What follows belongs to an exercise in optimizing a design on an open flow for small area; a production flow would make more cautious choices. RTL that was checked went through simulation tests only; none was proved equivalent to the original. No activity file was given, so power comes from the tool's default toggle rates.

// ofm_maxpool_rx
module ofm_maxpool_rx #(
    parameter int unsigned DW = ofm_maxpool_rx_pkg::OFM_DW,
    parameter int unsigned N  = ofm_maxpool_rx_pkg::OFM_N
) (
    input  logic          clk,
    input  logic          rst,
    input  logic          in_valid,
    input  logic [DW-1:0] In_OFM,
    output logic          busy,
    output logic          overrun,
    output logic          out_valid,
    output logic [DW-1:0] Out_Pool
);
Size in the first run: ~1200 cells after synthesis, about 660 flip-flops, ~78 I/O pins, ~23000 sq um of cells after synthesis.
Settings: LEC_CHECK=0, CAP_MARGIN=20, CORE_MARGIN=2, CORE_UTILIZATION=60, CTS_BUF_LIST=sky130_fd_sc_hd__clkbuf_16, CTS_CLUSTER_DIAMETER=60, CTS_CLUSTER_SIZE=30, SLEW_MARGIN=20; clock period 10.0 ns.
run.sh (not shown) runs the stock make flow with config.mk's settings and CLKGATE_MAP_FILE= SYNTH_SCRIPT=/design/flow/synth_recipe.tcl, a recipe that flattens the netlist after the stock synthesis.
The baseline ran to the end with no violations.
Change:
CORE_UTILIZATION = 40   (was 60)
CTS_BUF_LIST = default   (was sky130_fd_sc_hd__clkbuf_16)
CTS_CLUSTER_DIAMETER = default   (was 60)
CTS_CLUSTER_SIZE = default   (was 30)
Power rose by 15%.
Final area goes up by 4.7%.
Global-route usage drops by 4.8 points.
Sequential share of layout area went down by 3.4 points.
Worst hold slack improved by 0.011 ns.
Via count is higher by 3.1%.
Synthesized area does not change.
Wire length increases by 8.1%.
First-iteration DRC count goes up by 53%.
Cell count is higher by 17%.
Die area rises by 49%.
Change:
ABC_AREA = 1   (was default)
CORE_UTILIZATION = 60   (was 40)
CTS_BUF_LIST = sky130_fd_sc_hd__clkbuf_8   (was default)
CTS_CLUSTER_DIAMETER = 50   (was default)
CTS_CLUSTER_SIZE = 20   (was default)
Die area fell by 33%. Clock power fell by 33%. Setup slack gains 0.77 ns. First-iteration DRC count fell by 37%. Cell area fell by 5.6%. Synthesized area fell by 0.96%. Sequential cell count does not change. Wire length fell by 12%. Sequential power barely changes.
Change:
ABC_AREA = default   (was 1)
Outcome: Global-route usage rises by 0.69 points; power falls by 4.4%; die area rises by 0.95%; final cell count falls by 12%; cell area barely changes; sequential cell count is unchanged; clock skew rises by 0.0068 ns; setup slack degrades by 0.12 ns; non-clock buffer count falls by 5; fmax falls by 1.6%; wire length rises by 5.4%.
Change:
ABC_AREA = 1   (was default)
CTS_CLUSTER_DIAMETER = 80   (was 50)
Outcome:
- The new run completed with no timing, DRC or antenna violations
- via count came out higher by 4.3%
- non-clock buffer count goes up by 5
- routed wire length drops by 6.8%
- synthesized area drops by 0.96%
- final cell count climbs by 13%
- clock power decreases by 22%
- hold slack hardly moves
- combinational power is lower by about 3%
- worst setup slack improves by 0.13 ns
- final area shrinks by 2.5%
Function was not checked in any run of this note: the RTL went through the layout flow alone.

ofm_maxpool_rx, a different RTL version from the one above (not shown whole).
Size in the first run: ~620 flip-flops, roughly 21000 µm² of cells after synthesis.
==> flow/design.v (excerpt) <==
module ofm_maxpool_rx #(
    parameter int unsigned DW = ofm_maxpool_rx_pkg::OFM_DW,
    parameter int unsigned N  = ofm_maxpool_rx_pkg::OFM_N
) (
    input  logic          clk,
    input  logic          rst,
    input  logic          in_valid,
    input  logic [DW-1:0] In_OFM,
    output logic          busy,
    output logic          overrun,
    output logic          out_valid,
    output logic [DW-1:0] Out_Pool
);
    localparam int unsigned PN    = N - 1;
    localparam int unsigned NS    = PN * PN;
    localparam int unsigned IDX_W = $clog2(N + 1);
    logic [IDX_W-1:0]   r_row, r_col;
    logic               r_busy, r_overrun, r_out_valid;
    logic [DW-1:0]      r_out_pool;
    logic [DW-1:0]      qn [NS];       
    logic w_pool, w_pool_last, w_col0, w_col_end, w_row_end;
    logic w_shift, w_rot, w_fold_end, w_fold_prev;
    logic w_cap, w_s_gt_q0, w_s_gt_qt, w_s_gt_qp, w_take_s;
    logic [DW-1:0] w_hn;
    function automatic logic f_gt(input logic [DW-1:0] a, input logic [DW-1:0] bn);
        logic g;
        g = 1'b0;
        for (int i = 0; i < DW; i++)
            g = (a[i] & bn[i]) | (~(~a[i] & ~bn[i]) & g);
        f_gt = g;
    endfunction
    function automatic logic [IDX_W-1:0] f_inc(input logic [IDX_W-1:0] i);
        f_inc = '0;
        for (int k = 0; k < N - 1; k++)
            if (i == IDX_W'(k))
                f_inc = IDX_W'(k + 1);
        if (i == IDX_W'(N))
            f_inc = IDX_W'(2);
    endfunction
  ...
export LEC_CHECK = 0
export ABC_AREA = 1
export CAP_MARGIN = 20
export CORE_MARGIN = 2
export CORE_UTILIZATION = 60
export CTS_BUF_LIST = sky130_fd_sc_hd__clkbuf_8
export CTS_CLUSTER_DIAMETER = 80
export CTS_CLUSTER_SIZE = 16
export SLEW_MARGIN = 20
create_clock -name core_clock -period 10.0 [get_ports {clk}]
standard.sh (not shown) runs the stock make flow with config.mk's settings and CLKGATE_MAP_FILE= SYNTH_SCRIPT=/design/flow/synth_recipe.tcl, a recipe that flattens the netlist after the stock synthesis.
==> flow/flow/run.sh <==
#!/bin/bash
# Own layout flow: the standard ORFS flow (standard.sh) with two changes.
#  - Synthesis is the standard flow's own script (synth_recipe.tcl), but the final ABC
#    technology mapping uses an area-oriented script (flow/area.abc) in
#    place of ORFS's abc_area.script. Registers are untouched (ABC maps
#    only the combinational logic).
#  - Port buffers are the smallest buffer cell (buf_1).
# Each tool's full output is in standard.log (make, yosys, openroad).
set -euo pipefail
W=$(pwd)
export FLOW_ABC_SCRIPT="$W/flow/area.abc"
export FLOW_SYNTH_TCL="$W/synth_recipe.tcl"
CTS_ARGS="-sink_clustering_enable -repair_clock_nets -sink_clustering_size 12 -sink_clustering_max_diameter 50 -buf_list sky130_fd_sc_hd__clkbuf_4 -dont_use_dummy_load"
bash standard.sh "SYNTH_SCRIPT=$W/flow/synth.tcl" "CTS_ARGS=$CTS_ARGS" \
    "BUFFER_PORTS_ARGS=-buffer_cell sky130_fd_sc_hd__buf_1" finish > standard.log 2>&1
==> flow/flow/area.abc <==
&get -n
&st
&syn2
&dch -f
&nf -R 1000
&put
topo
==> flow/flow/synth.tcl <==
# synth_recipe.tcl with one change: the abc call that maps the logic to
# cells runs flow/area.abc instead of the script ORFS passes with -script.
proc abc {args} {
  set i [lsearch -exact $args -script]
  if { $i >= 0 } { lset args [expr { $i + 1 }] $::env(FLOW_ABC_SCRIPT) }
  puts "abc wrapper: [join $args { }]"
  yosys abc {*}$args
}
source $::env(FLOW_SYNTH_TCL)
The baseline finished with timing, DRC and antenna clean.
Then changed:
--- a/flow/flow/run.sh
+++ b/flow/flow/run.sh
@@ -13 +13 @@
-CTS_ARGS="-sink_clustering_enable -repair_clock_nets -sink_clustering_size 12 -sink_clustering_max_diameter 50 -buf_list sky130_fd_sc_hd__clkbuf_4 -dont_use_dummy_load"
+CTS_ARGS="-sink_clustering_enable -repair_clock_nets -sink_clustering_size 18 -sink_clustering_max_diameter 80 -buf_list sky130_fd_sc_hd__clkbuf_8 -dont_use_dummy_load"
After rerunning: Non-clock buffer count stays the same; wire length drops by about 2%; worst hold slack degrades by 0.013 ns; die area stays the same.
Function was not checked in any run of this note: the RTL went through the layout flow alone.

== the reference run ==
Another version of the RTL of ofm_maxpool_rx (not shown whole).
Size in the first run: about 1200 cells after synthesis, ~620 flip-flops, ~78 I/O pins, ~21000 sq um of cells after synthesis.
export LEC_CHECK = 0
export ABC_AREA = 1
export CAP_MARGIN = 5
export CORE_MARGIN = 2
export CORE_UTILIZATION = 60
export CTS_BUF_LIST = sky130_fd_sc_hd__clkbuf_8
export CTS_CLUSTER_DIAMETER = 80
export CTS_CLUSTER_SIZE = 16
export SLEW_MARGIN = 5
create_clock -name core_clock -period 10.0 [get_ports {clk}]
==> flow/flow/run.sh <==
#!/bin/bash
# Own layout flow: the standard ORFS flow (standard.sh) with two changes.
#  - Synthesis is the standard flow's own script (synth_recipe.tcl), but the final ABC
#    technology mapping uses an area-oriented script (flow/area.abc) in
#    place of ORFS's abc_area.script. Registers are untouched (ABC maps
#    only the combinational logic).
#  - Port buffers are the smallest buffer cell (buf_1).
# Each tool's full output is in standard.log (make, yosys, openroad).
set -euo pipefail
W=$(pwd)
export FLOW_ABC_SCRIPT="$W/flow/area.abc"
export FLOW_SYNTH_TCL="$W/synth_recipe.tcl"
CTS_ARGS="-sink_clustering_enable -repair_clock_nets -sink_clustering_size 18 -sink_clustering_max_diameter 80 -buf_list sky130_fd_sc_hd__clkbuf_8 -dont_use_dummy_load"
bash standard.sh "SYNTH_SCRIPT=$W/flow/synth.tcl" "CTS_ARGS=$CTS_ARGS" \
    "BUFFER_PORTS_ARGS=-buffer_cell sky130_fd_sc_hd__buf_1" finish > standard.log 2>&1
Scripts as last shown in full above: flow/flow/area.abc, flow/flow/synth.tcl
The reference run closes out successfully: all stages finished, all timing, DRC and antenna checks passed.
### the reference run -> the trial run
Settings: a change of SLEW_MARGIN from 5 to 20; a change of CAP_MARGIN from 5 to 20.
==> flow/flow/area.abc <==
strash
dch -f
map -D 5000
topo
stime -c
buffer -c
upsize -c -D 5000
dnsize -c -D 5000
==> run summary <==
Diff the trial run and the reference run: net count reported at finish lower in the reference run. Looking at routed wire length, the trial run sits about 6% above the reference run. Pin count of the biggest net entering global routing: the trial run vs the reference run up 20. Looking at final worst-path setup slack, the trial run sits 370 ps lower than the reference run does.

run 1:
The RTL this note starts from:
==> flow/design.v <==
package ofm_maxpool_rx_pkg;
    localparam int unsigned OFM_DW   = 36;
    localparam int unsigned OFM_N    = 5;
    localparam int unsigned NSQ      = OFM_N * OFM_N;
    localparam int unsigned PN       = OFM_N - 1;
    localparam int unsigned PNSQ     = PN * PN;
    localparam int unsigned WR_CNT_W = $clog2(NSQ);
    typedef enum logic [1:0] {
        S_IDLE    = 2'd0,
        S_CAPTURE = 2'd1,
        S_POOL    = 2'd2
    } state_t;
endpackage
module ofm_maxpool_rx_max4 #(
    parameter int unsigned DW = 36
) (
    input  logic [DW-1:0] i_a,
    input  logic [DW-1:0] i_b,
    input  logic [DW-1:0] i_c,
    input  logic [DW-1:0] i_d,
    output logic [DW-1:0] o_max
);
    logic [DW-1:0] w_ab;
    logic [DW-1:0] w_cd;
    always_comb begin
        w_ab  = (i_a >= i_b) ? i_a : i_b;
        w_cd  = (i_c >= i_d) ? i_c : i_d;
        o_max = (w_ab >= w_cd) ? w_ab : w_cd;
    end
endmodule
module ofm_maxpool_rx #(
    parameter int unsigned DW = ofm_maxpool_rx_pkg::OFM_DW,
    parameter int unsigned N  = ofm_maxpool_rx_pkg::OFM_N
) (
    input  logic          clk,
    input  logic          rst,
    input  logic          in_valid,
    input  logic [DW-1:0] In_OFM,
    output logic          busy,
    output logic          overrun,
    output logic          out_valid,
    output logic [DW-1:0] Out_Pool
);
    localparam int unsigned PN    = N - 1;
    localparam int unsigned NS    = PN * PN;
    localparam int unsigned IDX_W = $clog2(N);
    logic               r_pool;
    logic [IDX_W-1:0]   r_row, r_col;
    logic               r_busy, r_overrun, r_out_valid;
    logic [DW-1:0]      r_out_pool;
    logic [DW-1:0]      qn [NS];       
    logic w_pool_last, w_col0, w_col_end, w_row_end;
    logic w_shift, w_rot, w_fold_end, w_fold_prev;
    logic w_cap, w_s_gt_q0, w_s_gt_qt, w_s_gt_qp, w_take_s;
    logic [DW-1:0] w_hn;
    function automatic logic f_gt(input logic [DW-1:0] a, input logic [DW-1:0] bn);
        logic g;
        g = 1'b0;
        for (int i = 0; i < DW; i++)
            g = (a[i] & bn[i]) | (~(~a[i] & ~bn[i]) & g);
        f_gt = g;
    endfunction
    function automatic logic [IDX_W-1:0] f_inc(input logic [IDX_W-1:0] i);
        f_inc = '0;
        for (int k = 0; k < N - 1; k++)
            if (i == IDX_W'(k))
                f_inc = IDX_W'(k + 1);
    endfunction
    logic [IDX_W-1:0] w_row_inc, w_col_inc;
    assign w_row_inc   = f_inc(r_row);
    assign w_col_inc   = f_inc(r_col);
    assign w_col0      = (r_col == '0);
    assign w_col_end   = (r_col == IDX_W'(PN));
    assign w_row_end   = (r_row == IDX_W'(PN));
    assign w_pool_last = r_pool && (r_row == '0) && w_col0;
    assign w_cap       = !r_pool;
    assign w_shift     = r_pool || (in_valid && !w_col_end && !w_row_end);
    assign w_rot       = in_valid && w_row_end && !w_col_end;
    assign w_fold_end  = in_valid && w_col_end;
    assign w_fold_prev = w_cap && !w_col0;
    assign w_s_gt_q0 = f_gt(In_OFM, qn[0]);
    assign w_s_gt_qt = f_gt(In_OFM, qn[PN-1]);
    assign w_s_gt_qp = f_gt(In_OFM, qn[PN]);
    assign w_take_s  = w_fold_prev && w_s_gt_q0;
    always_ff @(posedge clk) begin
        if (w_shift || w_rot || (w_fold_end && w_s_gt_q0))
            qn[0] <= (w_rot && !w_s_gt_qt) ? qn[PN-1] : ~In_OFM;
        if (w_shift || w_rot)
            qn[1] <= w_take_s ? ~In_OFM : qn[0];
        for (int i = 2; i < PN; i++)
            if (w_shift || w_rot)
                qn[i] <= qn[i-1];
        if (w_shift || (w_fold_end && !w_row_end && w_s_gt_qp))
            qn[PN] <= (w_shift && !(w_cap && w_s_gt_qt)) ? qn[PN-1] : ~In_OFM;
        if (w_shift)
            qn[PN+1] <= (w_fold_prev && w_s_gt_qp) ? ~In_OFM : qn[PN];
        for (int i = PN + 2; i < NS; i++)
            if (w_shift)
                qn[i] <= qn[i-1];
    end
    always_ff @(posedge clk) begin
        if (rst) begin
            r_pool      <= 1'b0;
            r_row       <= '0;
            r_col       <= '0;
            r_busy      <= 1'b0;
            r_overrun   <= 1'b0;
            r_out_valid <= 1'b0;
            r_out_pool  <= '0;
        end else begin
            if (r_pool) begin
                if (w_pool_last) begin
                    r_pool <= 1'b0;
                    if (in_valid) r_col <= IDX_W'(1);
                end else if (r_col == IDX_W'(PN - 1)) begin
                    r_col <= '0;
                    r_row <= (r_row == IDX_W'(PN - 1)) ? '0 : w_row_inc;
                end else begin
                    r_col <= w_col_inc;
                end
            end else if (in_valid) begin
                if (w_col_end) begin
                    r_col <= '0;
                    if (w_row_end) begin
                        r_row  <= '0;
                        r_col  <= IDX_W'(1);
                        r_pool <= 1'b1;
                    end else begin
                        r_row <= w_row_inc;
                    end
                end else begin
                    r_col <= w_col_inc;
                end
            end
            r_busy      <= r_pool && !w_pool_last;
            r_overrun   <= r_pool && !w_pool_last && in_valid;
            r_out_valid <= r_pool;
            r_out_pool  <= r_pool ? ~qn[NS-1] : '0;
        end
    end
    assign busy      = r_busy;
    assign overrun   = r_overrun;
    assign out_valid = r_out_valid;
    assign Out_Pool  = r_out_pool;
endmodule
export LEC_CHECK = 0
export ABC_AREA = 1
export CAP_MARGIN = 20
export CORE_MARGIN = 2
export CORE_UTILIZATION = 60
export CTS_BUF_LIST = sky130_fd_sc_hd__clkbuf_8
export CTS_CLUSTER_DIAMETER = 80
export CTS_CLUSTER_SIZE = 16
export SLEW_MARGIN = 20
create_clock -name core_clock -period 10.0 [get_ports {clk}]
==> flow/flow/run.sh <==
#!/bin/bash
# Own layout flow: the standard ORFS flow (standard.sh) with two changes.
#  - Synthesis is the standard flow's own script (synth_recipe.tcl), but the final ABC
#    technology mapping uses an area-oriented script (flow/area.abc) in
#    place of ORFS's abc_area.script. Registers are untouched (ABC maps
#    only the combinational logic).
#  - Port buffers are the smallest buffer cell (buf_1).
# Each tool's full output is in standard.log (make, yosys, openroad).
set -euo pipefail
W=$(pwd)
export FLOW_ABC_SCRIPT="$W/flow/area.abc"
export FLOW_SYNTH_TCL="$W/synth_recipe.tcl"
CTS_ARGS="-sink_clustering_enable -repair_clock_nets -sink_clustering_size 20 -sink_clustering_max_diameter 80 -buf_list sky130_fd_sc_hd__clkbuf_8 -dont_use_dummy_load"
bash standard.sh "SYNTH_SCRIPT=$W/flow/synth.tcl" "CTS_ARGS=$CTS_ARGS" \
    "BUFFER_PORTS_ARGS=-buffer_cell sky130_fd_sc_hd__buf_1" finish > standard.log 2>&1
==> flow/flow/area.abc <==
&get -n
&st
&syn2
&dch -f
&nf -R 1000
&put
topo
Scripts as last shown in full above: flow/flow/synth.tcl
The inputs of run 2 differ from those of run 1 as listed below.
diff --git a/flow/flow/run.sh b/flow/flow/run.sh
--- a/flow/flow/run.sh
+++ b/flow/flow/run.sh
@@ -12,3 +12,3 @@
 export FLOW_SYNTH_TCL="$W/synth_recipe.tcl"
-CTS_ARGS="-sink_clustering_enable -repair_clock_nets -sink_clustering_size 20 -sink_clustering_max_diameter 80 -buf_list sky130_fd_sc_hd__clkbuf_8 -dont_use_dummy_load"
+CTS_ARGS="-sink_clustering_enable -repair_clock_nets -sink_clustering_size 30 -sink_clustering_max_diameter 60 -buf_list sky130_fd_sc_hd__clkbuf_16 -dont_use_dummy_load"
 bash standard.sh "SYNTH_SCRIPT=$W/flow/synth.tcl" "CTS_ARGS=$CTS_ARGS" \
## What came out
- Run 2 ran to completion and came out clean on the timing, DRC and antenna checks.
- Diff run 2..run 1 | synthesized netlist net count | negligible
- For setup slack after placement, run 1 and run 2 come out practically identical.
- | routed wire length | run 2 vs run 1 | ≈ equal |
- The sequential power on run 2 is in line with that on run 1.
- Layout sequential cell count: run 1 vs run 2 identical
- Taking run 1 as the reference point, the max-slew headroom at the worst pin of run 2 rises by 6.8 points.
The inputs of run 3 differ from those of run 2 as listed below.
diff --git a/flow/flow/run.sh b/flow/flow/run.sh
--- a/flow/flow/run.sh
+++ b/flow/flow/run.sh
@@ -12,3 +12,3 @@
 export FLOW_SYNTH_TCL="$W/synth_recipe.tcl"
-CTS_ARGS="-sink_clustering_enable -repair_clock_nets -sink_clustering_size 30 -sink_clustering_max_diameter 60 -buf_list sky130_fd_sc_hd__clkbuf_16 -dont_use_dummy_load"
+CTS_ARGS="-sink_clustering_enable -repair_clock_nets -sink_clustering_size 10 -sink_clustering_max_diameter 40 -buf_list sky130_fd_sc_hd__clkbuf_4 -dont_use_dummy_load"
 bash standard.sh "SYNTH_SCRIPT=$W/flow/synth.tcl" "CTS_ARGS=$CTS_ARGS" \
### Flow results
- In run 3, CTS buffer count is higher than in run 2.
- Run 3 gives more via count of the first global-routing pass than run 2 did.
- Est. power | run 3 vs run 2 | run 3 lower
### run 3 -> run 4
diff --git a/flow/flow/run.sh b/flow/flow/run.sh
--- a/flow/flow/run.sh
+++ b/flow/flow/run.sh
@@ -12,3 +12,3 @@
 export FLOW_SYNTH_TCL="$W/synth_recipe.tcl"
-CTS_ARGS="-sink_clustering_enable -repair_clock_nets -sink_clustering_size 10 -sink_clustering_max_diameter 40 -buf_list sky130_fd_sc_hd__clkbuf_4 -dont_use_dummy_load"
+CTS_ARGS="-sink_clustering_enable -repair_clock_nets -sink_clustering_size 18 -sink_clustering_max_diameter 80 -buf_list sky130_fd_sc_hd__clkbuf_8 -dont_use_dummy_load"
 bash standard.sh "SYNTH_SCRIPT=$W/flow/synth.tcl" "CTS_ARGS=$CTS_ARGS" \
==> run summary <==
Wire length of the first global-routing pass (run 4 over run 3): decrease, 2.2%. Run 4 contains fewer vias than run 3. The end of the critical path comes out qn[0][7]$_DFFE_PP_ in one run and qn[0][1]$_DFFE_PP_ in the other, namely in run 3 and run 4 respectively. [compare] base=run 3 new=run 4: synthesis-to-layout area growth ~0 delta, post-layout instance area ~0 delta, instance area at placement ~0 delta, clock tree cell share of total cell area ~0 delta.

## port drivers added, routing unchanged
Ports are ideal in the flow. The routed layouts listed here were re-timed in OpenROAD.
Step 1 (the two cells are an assumption about what drives the block):
set clk [get_ports {clk}]
set_driving_cell -lib_cell sky130_fd_sc_hd__clkbuf_16 $clk
set_driving_cell -lib_cell sky130_fd_sc_hd__buf_2 [delete_from_list [all_inputs] $clk]
Step 2, shift: input delay + t, output delay - t, t = (earliest + latest rising clock arrival at the registers) / 2. This alone moves slack from input paths to output paths.
Three values: ideal ports, drivers, drivers and shift; two values: the first two.
run	t, ns	setup slack, ns	hold WS [ns]	worst setup path after step 2	worst data-port slew with drivers (ns)
the first run of note 1	0.615	2.360 / 2.367 / 1.752	0.396 / 0.396 / 0.396	input to register	0.06
the second run of note 1	0.637	1.882 / 1.921 / 1.284	0.406 / 0.406 / 0.406	input to register	0.06
the third run of note 1	0.688	2.653 / 2.622 / 1.934	0.414 / 0.414 / 0.414	input to register	0.07
the fourth run of note 1	0.689	2.534 / 2.536 / 1.847	0.416 / 0.416 / 0.416	input to register	0.06
the fifth run of note 1	0.653	2.660 / 2.641 / 1.989	0.413 / 0.413 / 0.413	input to register	0.07
the first run of note 2	0.823	3.062 / 3.089 / 2.266	0.387 / 0.387 / 0.387	input to register	0.05
the second run of note 2	0.582	2.847 / 2.872 / 2.290	0.374 / 0.374 / 0.374	input to register	0.05
the reference run	0.589	2.560 / 2.587 / 1.998	0.402 / 0.402 / 0.402	input to register	0.06
the trial run	0.605	2.185 / 2.189 / 1.584	0.395 / 0.395 / 0.395	input to register	0.05
run 1	0.578	2.613 / 2.640 / 2.062	0.401 / 0.401 / 0.401	input to register	0.06
run 2	0.566	2.615 / 2.647 / 2.081	0.389 / 0.389 / 0.389	input to register	0.06
run 3	0.732	2.838 / 2.865 / 2.133	0.375 / 0.375 / 0.375	input to register	0.06
run 4	0.589	2.636 / 2.663 / 2.074	0.402 / 0.402 / 0.402	input to register	0.06
After both steps every run listed still meets setup and hold. The setup slack of the first run of note 2, which loses most, moves by +0.027 ns with the drivers and by -0.796 ns with both steps.
